From an optimization exercise on the open Yosys and OpenROAD flow, aimed at small area and a short achievable clock period; shortcuts taken in it are not production practice.
The RTL was checked by simulation tests, not by an equivalence proof against the original design.

==> v2: inputs <==
==> flow/design.v <==
package mem_resp_pkg;
  localparam int unsigned DATA_W = 16;
  localparam int unsigned ADDR_W = 16;
  localparam int unsigned LOOP_LEN_LOG2 = 2;
  localparam int unsigned LOOP_LEN      = 1 << LOOP_LEN_LOG2;
endpackage
module mem_resp_head (
  input  logic tail,
  input  logic ins,
  input  logic wcol,
  input  logic ins_n,
  output logic head
);
  assign head = ~((tail | ins) & (wcol | ins_n));
endmodule
module mem_resp_aoi3 (
  input  logic d0, s0,
  input  logic d1, s1,
  input  logic d2, s2,
  output logic y_n
);
  assign y_n = ~((d0 & s0) | (d1 & s1) | (d2 & s2));
endmodule
module mem_resp_aoi2 (
  input  logic d0, s0,
  input  logic d1, s1,
  output logic y_n
);
  assign y_n = ~((d0 & s0) | (d1 & s1));
endmodule
module mem_resp_nand4 (
  input  logic a, b, c, d,
  output logic y
);
  assign y = ~(a & b & c & d);
endmodule
module mem_resp_nand3 (
  input  logic a, b, c,
  output logic y
);
  assign y = ~(a & b & c);
endmodule
module mem_resp_nor3 (
  input  logic a, b, c,
  output logic y
);
  assign y = ~(a | b | c);
endmodule
module mem_resp_xnor2 (
  input  logic a, b,
  output logic y
);
  assign y = ~(a ^ b);
endmodule
module mem_resp_o31ai (
  input  logic a1, a2, a3, b1,
  output logic y
);
  assign y = ~((a1 | a2 | a3) & b1);
endmodule
module mem_resp_array
#(
  parameter int unsigned DEPTH_LOG2 = 8
) (
  input  logic                                clk,
  input  logic [mem_resp_pkg::LOOP_LEN_LOG2:0] phase,
  input  logic                                wr_drain,
  input  logic [7:0]                          wr_hi,
  input  logic [7:0]                          wr_lo,
  input  logic [mem_resp_pkg::DATA_W-1:0]     wr_data,
  input  logic [7:0]                          rd_hq,
  input  logic [7:0]                          rd_lq,
  input  logic [7:0]                          rd_ha,
  input  logic [7:0]                          rd_la,
  input  logic                                rd_here,
  output logic [mem_resp_pkg::DATA_W-1:0]     rd_data
);
  localparam int unsigned W      = mem_resp_pkg::DATA_W;
  localparam int unsigned LL2    = mem_resp_pkg::LOOP_LEN_LOG2;
  localparam int unsigned LEN    = mem_resp_pkg::LOOP_LEN;
  localparam int unsigned GL2    = DEPTH_LOG2 - LL2;
  localparam int unsigned GROUPS = 1 << GL2;
  localparam int unsigned HALF   = GROUPS / 2;
  logic [LL2:0] phase_m1;
  assign phase_m1 = phase - (LL2+1)'(1);
  logic [W-1:0] wcol;
  assign wcol = wr_data ^ {W{~phase[LL2]}};
  logic [W-1:0] loop_q [GROUPS][LEN];
  logic [W-1:0] head   [GROUPS];
  logic [GROUPS-1:0] gsel, ins;
  for (genvar g = 0; g < GROUPS; g++) begin : g_loop
    assign gsel[g] = (rd_hq[g/8] & rd_lq[g%8]) | (rd_ha[g/8] & rd_la[g%8]);
    assign ins[g]  = wr_drain & wr_hi[g/8] & wr_lo[g%8];
    for (genvar b = 0; b < W; b++) begin : g_bit
      mem_resp_head u_head (
        .tail (loop_q[g][LEN-1][b]),
        .ins  (ins[g]),
        .wcol (wcol[b]),
        .ins_n(~ins[g]),
        .head (head[g][b])
      );
    end
    always_ff @(posedge clk) begin
      loop_q[g][0] <= head[g];
      for (int k = 1; k < LEN; k++) loop_q[g][k] <= loop_q[g][k-1];
    end
  end
  logic [W-1:0] part_n [2];
  logic [W-1:0] part_n_q [2];
  logic         pol_q;
  for (genvar h = 0; h < 2; h++) begin : g_half
    for (genvar b = 0; b < W; b++) begin : g_rd
      logic [10:0] aoi_n;
      logic [2:0]  or3;
      for (genvar i = 0; i < 10; i++) begin : g_aoi
        mem_resp_aoi3 u_aoi (
          .d0(loop_q[h*HALF+3*i][0][b]),   .s0(gsel[h*HALF+3*i]),
          .d1(loop_q[h*HALF+3*i+1][0][b]), .s1(gsel[h*HALF+3*i+1]),
          .d2(loop_q[h*HALF+3*i+2][0][b]), .s2(gsel[h*HALF+3*i+2]),
          .y_n(aoi_n[i])
        );
      end
      mem_resp_aoi2 u_aoi2 (
        .d0(loop_q[h*HALF+30][0][b]), .s0(gsel[h*HALF+30]),
        .d1(loop_q[h*HALF+31][0][b]), .s1(gsel[h*HALF+31]),
        .y_n(aoi_n[10])
      );
      mem_resp_nand4 u_n0 (.a(aoi_n[0]), .b(aoi_n[1]), .c(aoi_n[2]), .d(aoi_n[3]), .y(or3[0]));
      mem_resp_nand4 u_n1 (.a(aoi_n[4]), .b(aoi_n[5]), .c(aoi_n[6]), .d(aoi_n[7]), .y(or3[1]));
      mem_resp_nand3 u_n2 (.a(aoi_n[8]), .b(aoi_n[9]), .c(aoi_n[10]), .y(or3[2]));
      mem_resp_nor3  u_nr (.a(or3[0]), .b(or3[1]), .c(or3[2]), .y(part_n[h][b]));
    end
  end
  always_ff @(posedge clk) begin
    if (rd_here) begin
      part_n_q[0] <= part_n[0];
      part_n_q[1] <= part_n[1];
      pol_q       <= phase_m1[LL2];
    end
  end
  assign rd_data = ~(part_n_q[0] & part_n_q[1]) ^ {W{pol_q}};
endmodule
module mem_stall_resp
#(
  parameter int unsigned DEPTH_LOG2 = 8,
  parameter int unsigned LATENCY    = 4
) (
  input  logic              clk,
  input  logic              rst,
  input  logic [mem_resp_pkg::ADDR_W-1:0] Addr,
  input  logic [mem_resp_pkg::DATA_W-1:0] DataIn,
  input  logic              Rd,
  input  logic              Wr,
  output logic [mem_resp_pkg::DATA_W-1:0] DataOut,
  output logic              Done,
  output logic              Stall,
  output logic              err
);
  localparam int unsigned W   = mem_resp_pkg::DATA_W;
  localparam int unsigned LL2 = mem_resp_pkg::LOOP_LEN_LOG2;
  logic [LL2:0] phase, phase_p1, phase_m1;
  always_ff @(posedge clk) phase <= phase_p1;
  assign phase_p1 = phase + (LL2+1)'(1);
  assign phase_m1 = phase - (LL2+1)'(1);
  logic       busy_q, last_q, done_q, err_q, busy_d;
  logic [1:0] cnt_q;   
  logic       legal, accept, commit;
  logic       busy_s_n_q, done_s_q, busy_r_q;
  logic                  op_wr_q;
  logic [LL2-1:0]        word_q, word_x;
  logic [7:0]            hi_q, lo_q, hi_a, lo_a;
  logic [W-1:0]          wdata_q;
  logic                  wb_load, wb_valid_q, wr_drain;
  logic                  drain_c_q, drain_v_q;
  logic [LL2-1:0]        wb_word_q;
  logic [7:0]            wb_hi_q, wb_lo_q;
  logic [W-1:0]          wb_data_q;
  logic                  rd_here;
  logic [W-1:0]          rd_data, dout_q;
  assign legal   = (Rd ^ Wr) & ~Addr[0];
  assign accept  = ~busy_q & ~done_q & legal;
  assign busy_d  = accept | (busy_q & ~last_q);
  assign commit  = last_q & op_wr_q;
  assign wb_load = busy_q & (cnt_q == 2'd2) & op_wr_q;
  assign wr_drain = drain_c_q | drain_v_q;
  always_comb begin
    for (int i = 0; i < 8; i++) begin
      hi_a[i] = (Addr[DEPTH_LOG2:DEPTH_LOG2-2] == 3'(i));
      lo_a[i] = (Addr[DEPTH_LOG2-3:LL2+1] == 3'(i));
    end
  end
  assign word_x  = busy_r_q ? word_q : Addr[LL2:1];
  assign rd_here = (word_x == phase_m1[LL2-1:0]);
  always_ff @(posedge clk or posedge rst) begin
    if (rst) begin
      busy_q     <= 1'b0;
      last_q     <= 1'b0;
      done_q     <= 1'b0;
      err_q      <= 1'b0;
      dout_q     <= '0;
      hi_q       <= '0;
      lo_q       <= '0;
      busy_s_n_q <= 1'b1;
      done_s_q   <= 1'b0;
      busy_r_q   <= 1'b0;
      drain_c_q  <= 1'b0;
    end else begin
      busy_q     <= busy_d;
      last_q     <= busy_q & (cnt_q == 2'd2);
      done_q     <= last_q;
      err_q      <= ~busy_q & ~done_q & (Rd | Wr) & ~legal;
      if (last_q & ~op_wr_q) dout_q <= rd_data;
      hi_q       <= (hi_a & {8{accept}}) | (hi_q & {8{busy_q & ~last_q}});
      lo_q       <= (lo_a & {8{accept}}) | (lo_q & {8{busy_q & ~last_q}});
      busy_s_n_q <= ~(accept | (~busy_s_n_q & ~last_q));
      done_s_q   <= ~busy_s_n_q & last_q;
      busy_r_q   <= accept | (busy_r_q & ~last_q);
      drain_c_q  <= wb_load & (word_q == phase_p1[LL2-1:0]);
    end
  end
  always_ff @(posedge clk) begin
    cnt_q  <= busy_q ? cnt_q + 2'd1 : 2'd0;
    word_q <= word_x;
    if (accept) begin
      op_wr_q <= Wr;
      wdata_q <= DataIn;
    end
    if (wb_load) begin
      wb_word_q <= word_q;
      wb_hi_q   <= hi_q;
      wb_lo_q   <= lo_q;
      wb_data_q <= wdata_q;
    end
    wb_valid_q <= (commit | wb_valid_q) & ~wr_drain;
    drain_v_q  <= (commit | wb_valid_q) & ~wr_drain & (wb_word_q == phase_p1[LL2-1:0]);
  end
  mem_resp_array #(
    .DEPTH_LOG2(DEPTH_LOG2)
  ) u_array (
    .clk     (clk),
    .phase   (phase),
    .wr_drain(wr_drain),
    .wr_hi   (wb_hi_q),
    .wr_lo   (wb_lo_q),
    .wr_data (wb_data_q),
    .rd_hq   (hi_q),
    .rd_lq   (lo_q),
    .rd_ha   (hi_a & {8{~busy_r_q}}),
    .rd_la   (lo_a & {8{~busy_r_q}}),
    .rd_here (rd_here),
    .rd_data (rd_data)
  );
  logic rw_same;
  mem_resp_xnor2 u_stall_x (
    .a(Rd),
    .b(Wr),
    .y(rw_same)
  );
  mem_resp_o31ai u_stall (
    .a1(Addr[0]),
    .a2(rw_same),
    .a3(done_s_q),
    .b1(busy_s_n_q),
    .y (Stall)
  );
  assign Done    = done_q;
  assign err     = err_q;
  assign DataOut = dout_q;
endmodule
==> flow/run.sh <==
#!/bin/bash
# synth_recipe.tcl (not shown) runs the flow's synth.tcl, then flattens the netlist and writes it again
# the make line also repeats each setting of config.mk as NAME=value (left out here)
make -C /OpenROAD-flow-scripts/flow DESIGN_CONFIG=/design/flow/config.mk WORK_HOME=/design/flow/orfs CLKGATE_MAP_FILE= SYNTH_SCRIPT=/design/flow/synth_recipe.tcl finish
==> flow/config.mk <==
export PLATFORM = sky130hd
export DESIGN_NAME = mem_stall_resp
export DESIGN_NICKNAME = mem_stall_resp
export VERILOG_FILES = /design/flow/design.v
export SDC_FILE = /design/flow/constraint.sdc
export NUM_CORES = 4
export LEC_CHECK = 0
export CAP_MARGIN = 20
export CORE_MARGIN = 2
export CORE_UTILIZATION = 70
export CTS_BUF_LIST = sky130_fd_sc_hd__clkbuf_8 sky130_fd_sc_hd__clkbuf_16
export CTS_CLUSTER_DIAMETER = 60
export CTS_CLUSTER_SIZE = 30
export PLACE_DENSITY = 0.74
export SETUP_SLACK_MARGIN = 2.3
export SLEW_MARGIN = 20
export SYNTH_HIERARCHICAL = 1
export SYNTH_MEMORY_MAX_BITS = 8192
export SYNTH_MINIMUM_KEEP_SIZE = 0
==> flow/constraint.sdc <==
create_clock -name core_clock -period 5.0 [get_ports {clk}]
set_input_delay 1.0000 -clock core_clock [delete_from_list [all_inputs] [get_ports {clk}]]
set_output_delay 1.0000 -clock core_clock [all_outputs]
set_load 0.01 [all_outputs]
==> inputs of v27, as changes to v2 <==
--- a/flow/design.v
+++ b/flow/design.v
@@ -41,9 +41,15 @@
   assign y = ~(a & b & c);
 endmodule
-module mem_resp_nor3 (
-  input  logic a, b, c,
-  output logic y
-);
-  assign y = ~(a | b | c);
+module mem_resp_o21a (
+  input  logic a1, a2, b1,
+  output logic x
+);
+  assign x = (a1 | a2) & b1;
+endmodule
+module mem_resp_o21ai (
+  input  logic a1, a2, b1,
+  output logic y
+);
+  assign y = ~((a1 | a2) & b1);
 endmodule
 module mem_resp_xnor2 (
@@ -65,6 +71,6 @@
   input  logic                                clk,
   input  logic [mem_resp_pkg::LOOP_LEN_LOG2:0] phase,
-  input  logic                                wr_drain,
-  input  logic [7:0]                          wr_hi,
+  input  logic [7:0]                          wr_hi_c,
+  input  logic [7:0]                          wr_hi_v,
   input  logic [7:0]                          wr_lo,
   input  logic [mem_resp_pkg::DATA_W-1:0]     wr_data,
@@ -81,5 +87,4 @@
   localparam int unsigned GL2    = DEPTH_LOG2 - LL2;
   localparam int unsigned GROUPS = 1 << GL2;
-  localparam int unsigned HALF   = GROUPS / 2;
   logic [LL2:0] phase_m1;
   assign phase_m1 = phase - (LL2+1)'(1);
@@ -88,8 +93,9 @@
   logic [W-1:0] loop_q [GROUPS][LEN];
   logic [W-1:0] head   [GROUPS];
-  logic [GROUPS-1:0] gsel, ins;
+  logic [GROUPS-1:0] gsel, ins, ins_n;
   for (genvar g = 0; g < GROUPS; g++) begin : g_loop
     assign gsel[g] = (rd_hq[g/8] & rd_lq[g%8]) | (rd_ha[g/8] & rd_la[g%8]);
-    assign ins[g]  = wr_drain & wr_hi[g/8] & wr_lo[g%8];
+    mem_resp_o21a  u_ins   (.a1(wr_hi_c[g/8]), .a2(wr_hi_v[g/8]), .b1(wr_lo[g%8]), .x(ins[g]));
+    mem_resp_o21ai u_ins_n (.a1(wr_hi_c[g/8]), .a2(wr_hi_v[g/8]), .b1(wr_lo[g%8]), .y(ins_n[g]));
     for (genvar b = 0; b < W; b++) begin : g_bit
       mem_resp_head u_head (
@@ -97,5 +103,5 @@
         .ins  (ins[g]),
         .wcol (wcol[b]),
-        .ins_n(~ins[g]),
+        .ins_n(ins_n[g]),
         .head (head[g][b])
       );
@@ -106,38 +112,52 @@
     end
   end
-  logic [W-1:0] part_n [2];
-  logic [W-1:0] part_n_q [2];
-  logic         pol_q;
-  for (genvar h = 0; h < 2; h++) begin : g_half
-    for (genvar b = 0; b < W; b++) begin : g_rd
-      logic [10:0] aoi_n;
-      logic [2:0]  or3;
-      for (genvar i = 0; i < 10; i++) begin : g_aoi
+  logic [W-1:0][5:0] part;
+  logic [W-1:0][5:0] part_q;
+  logic       hit_q, pol_q;
+  for (genvar b = 0; b < W; b++) begin : g_rd
+    for (genvar k = 0; k < 4; k++) begin : g_p12
+      logic [3:0] aoi_n;
+      for (genvar i = 0; i < 4; i++) begin : g_aoi
         mem_resp_aoi3 u_aoi (
-          .d0(loop_q[h*HALF+3*i][0][b]),   .s0(gsel[h*HALF+3*i]),
-          .d1(loop_q[h*HALF+3*i+1][0][b]), .s1(gsel[h*HALF+3*i+1]),
-          .d2(loop_q[h*HALF+3*i+2][0][b]), .s2(gsel[h*HALF+3*i+2]),
+          .d0(loop_q[12*k+3*i][0][b]),   .s0(gsel[12*k+3*i]),
+          .d1(loop_q[12*k+3*i+1][0][b]), .s1(gsel[12*k+3*i+1]),
+          .d2(loop_q[12*k+3*i+2][0][b]), .s2(gsel[12*k+3*i+2]),
+          .y_n(aoi_n[i])
+        );
+      end
+      mem_resp_nand4 u_n (.a(aoi_n[0]), .b(aoi_n[1]), .c(aoi_n[2]), .d(aoi_n[3]), .y(part[b][k]));
+    end
+    for (genvar k = 0; k < 2; k++) begin : g_p8
+      localparam int unsigned G0 = 48 + 8*k;
+      logic [2:0] aoi_n;
+      for (genvar i = 0; i < 2; i++) begin : g_aoi
+        mem_resp_aoi3 u_aoi (
+          .d0(loop_q[G0+3*i][0][b]),   .s0(gsel[G0+3*i]),
+          .d1(loop_q[G0+3*i+1][0][b]), .s1(gsel[G0+3*i+1]),
+          .d2(loop_q[G0+3*i+2][0][b]), .s2(gsel[G0+3*i+2]),
           .y_n(aoi_n[i])
         );
       end
       mem_resp_aoi2 u_aoi2 (
-        .d0(loop_q[h*HALF+30][0][b]), .s0(gsel[h*HALF+30]),
-        .d1(loop_q[h*HALF+31][0][b]), .s1(gsel[h*HALF+31]),
-        .y_n(aoi_n[10])
+        .d0(loop_q[G0+6][0][b]), .s0(gsel[G0+6]),
+        .d1(loop_q[G0+7][0][b]), .s1(gsel[G0+7]),
+        .y_n(aoi_n[2])
       );
-      mem_resp_nand4 u_n0 (.a(aoi_n[0]), .b(aoi_n[1]), .c(aoi_n[2]), .d(aoi_n[3]), .y(or3[0]));
-      mem_resp_nand4 u_n1 (.a(aoi_n[4]), .b(aoi_n[5]), .c(aoi_n[6]), .d(aoi_n[7]), .y(or3[1]));
-      mem_resp_nand3 u_n2 (.a(aoi_n[8]), .b(aoi_n[9]), .c(aoi_n[10]), .y(or3[2]));
-      mem_resp_nor3  u_nr (.a(or3[0]), .b(or3[1]), .c(or3[2]), .y(part_n[h][b]));
+      mem_resp_nand3 u_n (.a(aoi_n[0]), .b(aoi_n[1]), .c(aoi_n[2]), .y(part[b][4+k]));
     end
   end
   always_ff @(posedge clk) begin
-    if (rd_here) begin
-      part_n_q[0] <= part_n[0];
-      part_n_q[1] <= part_n[1];
-      pol_q       <= phase_m1[LL2];
-    end
-  end
-  assign rd_data = ~(part_n_q[0] & part_n_q[1]) ^ {W{pol_q}};
+    part_q <= part;
+    hit_q  <= rd_here;
+    pol_q  <= phase_m1[LL2];
+  end
+  logic [W-1:0] rd_val, rcap_q;
+  for (genvar b = 0; b < W; b++) begin : g_val
+    assign rd_val[b] = (|part_q[b]) ^ pol_q;
+  end
+  always_ff @(posedge clk) begin
+    if (hit_q) rcap_q <= rd_val;
+  end
+  assign rd_data = hit_q ? rd_val : rcap_q;
 endmodule
 module mem_stall_resp
@@ -172,5 +192,6 @@
   logic [W-1:0]          wdata_q;
   logic                  wb_load, wb_valid_q, wr_drain;
-  logic                  drain_c_q, drain_v_q;
+  logic                  drain_c_q, drain_v_q, drain_v_d;
+  logic [7:0]            drain_hc_q, drain_hv_q;
   logic [LL2-1:0]        wb_word_q;
   logic [7:0]            wb_hi_q, wb_lo_q;
@@ -184,4 +205,5 @@
   assign wb_load = busy_q & (cnt_q == 2'd2) & op_wr_q;
   assign wr_drain = drain_c_q | drain_v_q;
+  assign drain_v_d = (commit | wb_valid_q) & ~wr_drain & (wb_word_q == phase_p1[LL2-1:0]);
   always_comb begin
     for (int i = 0; i < 8; i++) begin
@@ -205,4 +227,5 @@
       busy_r_q   <= 1'b0;
       drain_c_q  <= 1'b0;
+      drain_hc_q <= '0;
     end else begin
       busy_q     <= busy_d;
@@ -217,4 +240,5 @@
       busy_r_q   <= accept | (busy_r_q & ~last_q);
       drain_c_q  <= wb_load & (word_q == phase_p1[LL2-1:0]);
+      drain_hc_q <= hi_q & {8{wb_load & (word_q == phase_p1[LL2-1:0])}};
     end
   end
@@ -233,5 +257,6 @@
     end
     wb_valid_q <= (commit | wb_valid_q) & ~wr_drain;
-    drain_v_q  <= (commit | wb_valid_q) & ~wr_drain & (wb_word_q == phase_p1[LL2-1:0]);
+    drain_v_q  <= drain_v_d;
+    drain_hv_q <= wb_hi_q & {8{drain_v_d}};
   end
   mem_resp_array #(
@@ -240,6 +265,6 @@
     .clk     (clk),
     .phase   (phase),
-    .wr_drain(wr_drain),
-    .wr_hi   (wb_hi_q),
+    .wr_hi_c (drain_hc_q),
+    .wr_hi_v (drain_hv_q),
     .wr_lo   (wb_lo_q),
     .wr_data (wb_data_q),
- SETUP_SLACK_MARGIN: 2.3 -> 2.4
==> inputs of v23, as changes to v2 <==
--- a/flow/design.v
+++ b/flow/design.v
@@ -41,9 +41,15 @@
   assign y = ~(a & b & c);
 endmodule
-module mem_resp_nor3 (
-  input  logic a, b, c,
-  output logic y
-);
-  assign y = ~(a | b | c);
+module mem_resp_o21a (
+  input  logic a1, a2, b1,
+  output logic x
+);
+  assign x = (a1 | a2) & b1;
+endmodule
+module mem_resp_o21ai (
+  input  logic a1, a2, b1,
+  output logic y
+);
+  assign y = ~((a1 | a2) & b1);
 endmodule
 module mem_resp_xnor2 (
@@ -65,6 +71,6 @@
   input  logic                                clk,
   input  logic [mem_resp_pkg::LOOP_LEN_LOG2:0] phase,
-  input  logic                                wr_drain,
-  input  logic [7:0]                          wr_hi,
+  input  logic [7:0]                          wr_hi_c,
+  input  logic [7:0]                          wr_hi_v,
   input  logic [7:0]                          wr_lo,
   input  logic [mem_resp_pkg::DATA_W-1:0]     wr_data,
@@ -81,5 +87,4 @@
   localparam int unsigned GL2    = DEPTH_LOG2 - LL2;
   localparam int unsigned GROUPS = 1 << GL2;
-  localparam int unsigned HALF   = GROUPS / 2;
   logic [LL2:0] phase_m1;
   assign phase_m1 = phase - (LL2+1)'(1);
@@ -88,8 +93,9 @@
   logic [W-1:0] loop_q [GROUPS][LEN];
   logic [W-1:0] head   [GROUPS];
-  logic [GROUPS-1:0] gsel, ins;
+  logic [GROUPS-1:0] gsel, ins, ins_n;
   for (genvar g = 0; g < GROUPS; g++) begin : g_loop
     assign gsel[g] = (rd_hq[g/8] & rd_lq[g%8]) | (rd_ha[g/8] & rd_la[g%8]);
-    assign ins[g]  = wr_drain & wr_hi[g/8] & wr_lo[g%8];
+    mem_resp_o21a  u_ins   (.a1(wr_hi_c[g/8]), .a2(wr_hi_v[g/8]), .b1(wr_lo[g%8]), .x(ins[g]));
+    mem_resp_o21ai u_ins_n (.a1(wr_hi_c[g/8]), .a2(wr_hi_v[g/8]), .b1(wr_lo[g%8]), .y(ins_n[g]));
     for (genvar b = 0; b < W; b++) begin : g_bit
       mem_resp_head u_head (
@@ -97,5 +103,5 @@
         .ins  (ins[g]),
         .wcol (wcol[b]),
-        .ins_n(~ins[g]),
+        .ins_n(ins_n[g]),
         .head (head[g][b])
       );
@@ -106,38 +112,52 @@
     end
   end
-  logic [W-1:0] part_n [2];
-  logic [W-1:0] part_n_q [2];
-  logic         pol_q;
-  for (genvar h = 0; h < 2; h++) begin : g_half
-    for (genvar b = 0; b < W; b++) begin : g_rd
-      logic [10:0] aoi_n;
-      logic [2:0]  or3;
-      for (genvar i = 0; i < 10; i++) begin : g_aoi
+  logic [W-1:0][5:0] part;
+  logic [W-1:0][5:0] part_q;
+  logic       hit_q, pol_q;
+  for (genvar b = 0; b < W; b++) begin : g_rd
+    for (genvar k = 0; k < 4; k++) begin : g_p12
+      logic [3:0] aoi_n;
+      for (genvar i = 0; i < 4; i++) begin : g_aoi
         mem_resp_aoi3 u_aoi (
-          .d0(loop_q[h*HALF+3*i][0][b]),   .s0(gsel[h*HALF+3*i]),
-          .d1(loop_q[h*HALF+3*i+1][0][b]), .s1(gsel[h*HALF+3*i+1]),
-          .d2(loop_q[h*HALF+3*i+2][0][b]), .s2(gsel[h*HALF+3*i+2]),
+          .d0(loop_q[12*k+3*i][0][b]),   .s0(gsel[12*k+3*i]),
+          .d1(loop_q[12*k+3*i+1][0][b]), .s1(gsel[12*k+3*i+1]),
+          .d2(loop_q[12*k+3*i+2][0][b]), .s2(gsel[12*k+3*i+2]),
+          .y_n(aoi_n[i])
+        );
+      end
+      mem_resp_nand4 u_n (.a(aoi_n[0]), .b(aoi_n[1]), .c(aoi_n[2]), .d(aoi_n[3]), .y(part[b][k]));
+    end
+    for (genvar k = 0; k < 2; k++) begin : g_p8
+      localparam int unsigned G0 = 48 + 8*k;
+      logic [2:0] aoi_n;
+      for (genvar i = 0; i < 2; i++) begin : g_aoi
+        mem_resp_aoi3 u_aoi (
+          .d0(loop_q[G0+3*i][0][b]),   .s0(gsel[G0+3*i]),
+          .d1(loop_q[G0+3*i+1][0][b]), .s1(gsel[G0+3*i+1]),
+          .d2(loop_q[G0+3*i+2][0][b]), .s2(gsel[G0+3*i+2]),
           .y_n(aoi_n[i])
         );
       end
       mem_resp_aoi2 u_aoi2 (
-        .d0(loop_q[h*HALF+30][0][b]), .s0(gsel[h*HALF+30]),
-        .d1(loop_q[h*HALF+31][0][b]), .s1(gsel[h*HALF+31]),
-        .y_n(aoi_n[10])
+        .d0(loop_q[G0+6][0][b]), .s0(gsel[G0+6]),
+        .d1(loop_q[G0+7][0][b]), .s1(gsel[G0+7]),
+        .y_n(aoi_n[2])
       );
-      mem_resp_nand4 u_n0 (.a(aoi_n[0]), .b(aoi_n[1]), .c(aoi_n[2]), .d(aoi_n[3]), .y(or3[0]));
-      mem_resp_nand4 u_n1 (.a(aoi_n[4]), .b(aoi_n[5]), .c(aoi_n[6]), .d(aoi_n[7]), .y(or3[1]));
-      mem_resp_nand3 u_n2 (.a(aoi_n[8]), .b(aoi_n[9]), .c(aoi_n[10]), .y(or3[2]));
-      mem_resp_nor3  u_nr (.a(or3[0]), .b(or3[1]), .c(or3[2]), .y(part_n[h][b]));
+      mem_resp_nand3 u_n (.a(aoi_n[0]), .b(aoi_n[1]), .c(aoi_n[2]), .y(part[b][4+k]));
     end
   end
   always_ff @(posedge clk) begin
-    if (rd_here) begin
-      part_n_q[0] <= part_n[0];
-      part_n_q[1] <= part_n[1];
-      pol_q       <= phase_m1[LL2];
-    end
-  end
-  assign rd_data = ~(part_n_q[0] & part_n_q[1]) ^ {W{pol_q}};
+    part_q <= part;
+    hit_q  <= rd_here;
+    pol_q  <= phase_m1[LL2];
+  end
+  logic [W-1:0] rd_val, rcap_q;
+  for (genvar b = 0; b < W; b++) begin : g_val
+    assign rd_val[b] = (|part_q[b]) ^ pol_q;
+  end
+  always_ff @(posedge clk) begin
+    if (hit_q) rcap_q <= rd_val;
+  end
+  assign rd_data = hit_q ? rd_val : rcap_q;
 endmodule
 module mem_stall_resp
@@ -172,5 +192,6 @@
   logic [W-1:0]          wdata_q;
   logic                  wb_load, wb_valid_q, wr_drain;
-  logic                  drain_c_q, drain_v_q;
+  logic                  drain_c_q, drain_v_q, drain_v_d;
+  logic [7:0]            drain_hc_q, drain_hv_q;
   logic [LL2-1:0]        wb_word_q;
   logic [7:0]            wb_hi_q, wb_lo_q;
@@ -184,4 +205,5 @@
   assign wb_load = busy_q & (cnt_q == 2'd2) & op_wr_q;
   assign wr_drain = drain_c_q | drain_v_q;
+  assign drain_v_d = (commit | wb_valid_q) & ~wr_drain & (wb_word_q == phase_p1[LL2-1:0]);
   always_comb begin
     for (int i = 0; i < 8; i++) begin
@@ -205,4 +227,5 @@
       busy_r_q   <= 1'b0;
       drain_c_q  <= 1'b0;
+      drain_hc_q <= '0;
     end else begin
       busy_q     <= busy_d;
@@ -217,4 +240,5 @@
       busy_r_q   <= accept | (busy_r_q & ~last_q);
       drain_c_q  <= wb_load & (word_q == phase_p1[LL2-1:0]);
+      drain_hc_q <= hi_q & {8{wb_load & (word_q == phase_p1[LL2-1:0])}};
     end
   end
@@ -233,5 +257,6 @@
     end
     wb_valid_q <= (commit | wb_valid_q) & ~wr_drain;
-    drain_v_q  <= (commit | wb_valid_q) & ~wr_drain & (wb_word_q == phase_p1[LL2-1:0]);
+    drain_v_q  <= drain_v_d;
+    drain_hv_q <= wb_hi_q & {8{drain_v_d}};
   end
   mem_resp_array #(
@@ -240,6 +265,6 @@
     .clk     (clk),
     .phase   (phase),
-    .wr_drain(wr_drain),
-    .wr_hi   (wb_hi_q),
+    .wr_hi_c (drain_hc_q),
+    .wr_hi_v (drain_hv_q),
     .wr_lo   (wb_lo_q),
     .wr_data (wb_data_q),
==> flow/flow/run.sh (new file) <==
#!/bin/bash
# Layout flow: the standard flow (standard.sh, unchanged synthesis and
# steps), with the port buffers inserted as buf_2 cells instead of the
# default delay-cell buffers. The make output goes to standard_flow.log; ORFS
# keeps each step's log under orfs/logs.
set -euo pipefail
cd "$(dirname "$0")/.."
bash standard.sh "BUFFER_PORTS_ARGS=-buffer_cell sky130_fd_sc_hd__buf_2" finish > standard_flow.log 2>&1
==> flow/standard.sh (new file) <==
#!/bin/bash
# synth_recipe.tcl (not shown) runs the flow's synth.tcl, then flattens the netlist and writes it again
# the make line also repeats each setting of config.mk as NAME=value (left out here)
make -C /OpenROAD-flow-scripts/flow DESIGN_CONFIG=/design/flow/config.mk WORK_HOME=/design/flow/orfs CLKGATE_MAP_FILE= SYNTH_SCRIPT=/design/flow/synth_recipe.tcl "${@:-finish}"
- SETUP_SLACK_MARGIN: 2.3 -> 2.4
removed: flow/run.sh
==> results.txt <==
| metric | v27 | v2 | v23 |
|---|---|---|---|
| Run status | complete, no violations | complete, no violations | complete, no violations |
| Post-Syn Nets | 6307 | 6179 | 6307 |
| Utilization of the core after routing | 0.772 | 0.772 | 0.769 |
| Achievable Freq | 0.376 GHz | 0.341 GHz | 0.367 GHz |
| Number of standard cells in the layout, taps in and fillers out | 8552 | 8441 | 8549 |
| Detailed-routing iteration count for the pre-antenna-repair pass | 12 | 10 | 10 |
| Met3 track utilization from global routing | 0.0648 | 0.0598 | 0.0658 |
| Syn. warnings | 11 | 14 | 11 |
| Number of enable flip-flop cells after synthesis | 51 | 84 | 51 |
| Area overhead of the layout relative to synthesis | 9.43% | 9.75% | 9.03% |
| FFs & Latches | 4326 | 4229 | 4326 |
| Placed wire-length estimate | 143 mm | 138 mm | 142 mm |
| Count of inserted tapcells | 1903 | 1890 | 1903 |
| Fraction of area in multi-input gates | 0.126 | 0.124 | 0.126 |
| XOR/XNOR share of the synthesized area | 0.00208 | 0.00353 | 0.00208 |

## port drivers added, routing unchanged
How much do the figures lean on ideal ports? The routed layouts below were timed once more, with nothing changed but the port constraints.
Step 1, drivers: a clkbuf_16 drives clk and a buf_2 each remaining input, both assumed.
Step 2 times the ports against the registers' clock, not the clock port: input delays grow and output delays shrink by t, the midpoint of the rising clock arrivals with the driver on.
Slacks: no drivers / after step 1 / after step 2; pairs: no drivers / after step 1.
run	t (ns)	setup slack, ns	latest minus earliest clock arrival (ns)	worst register clock-pin slew, ns	worst data-port slew with drivers (ns)
v2	0.901	2.069 / 2.010 / 1.109	0.031 / 0.031	0.11 / 0.11	0.20
v27	0.899	2.341 / 2.289 / 1.390	0.043 / 0.042	0.11 / 0.11	0.16
v23	0.887	2.273 / 2.244 / 1.500	0.039 / 0.039	0.11 / 0.11	0.17
After both steps setup and hold are still met in every run listed. For v2, which loses most, drivers alone change the setup slack by -0.059 ns; drivers and shift together by -0.960 ns.
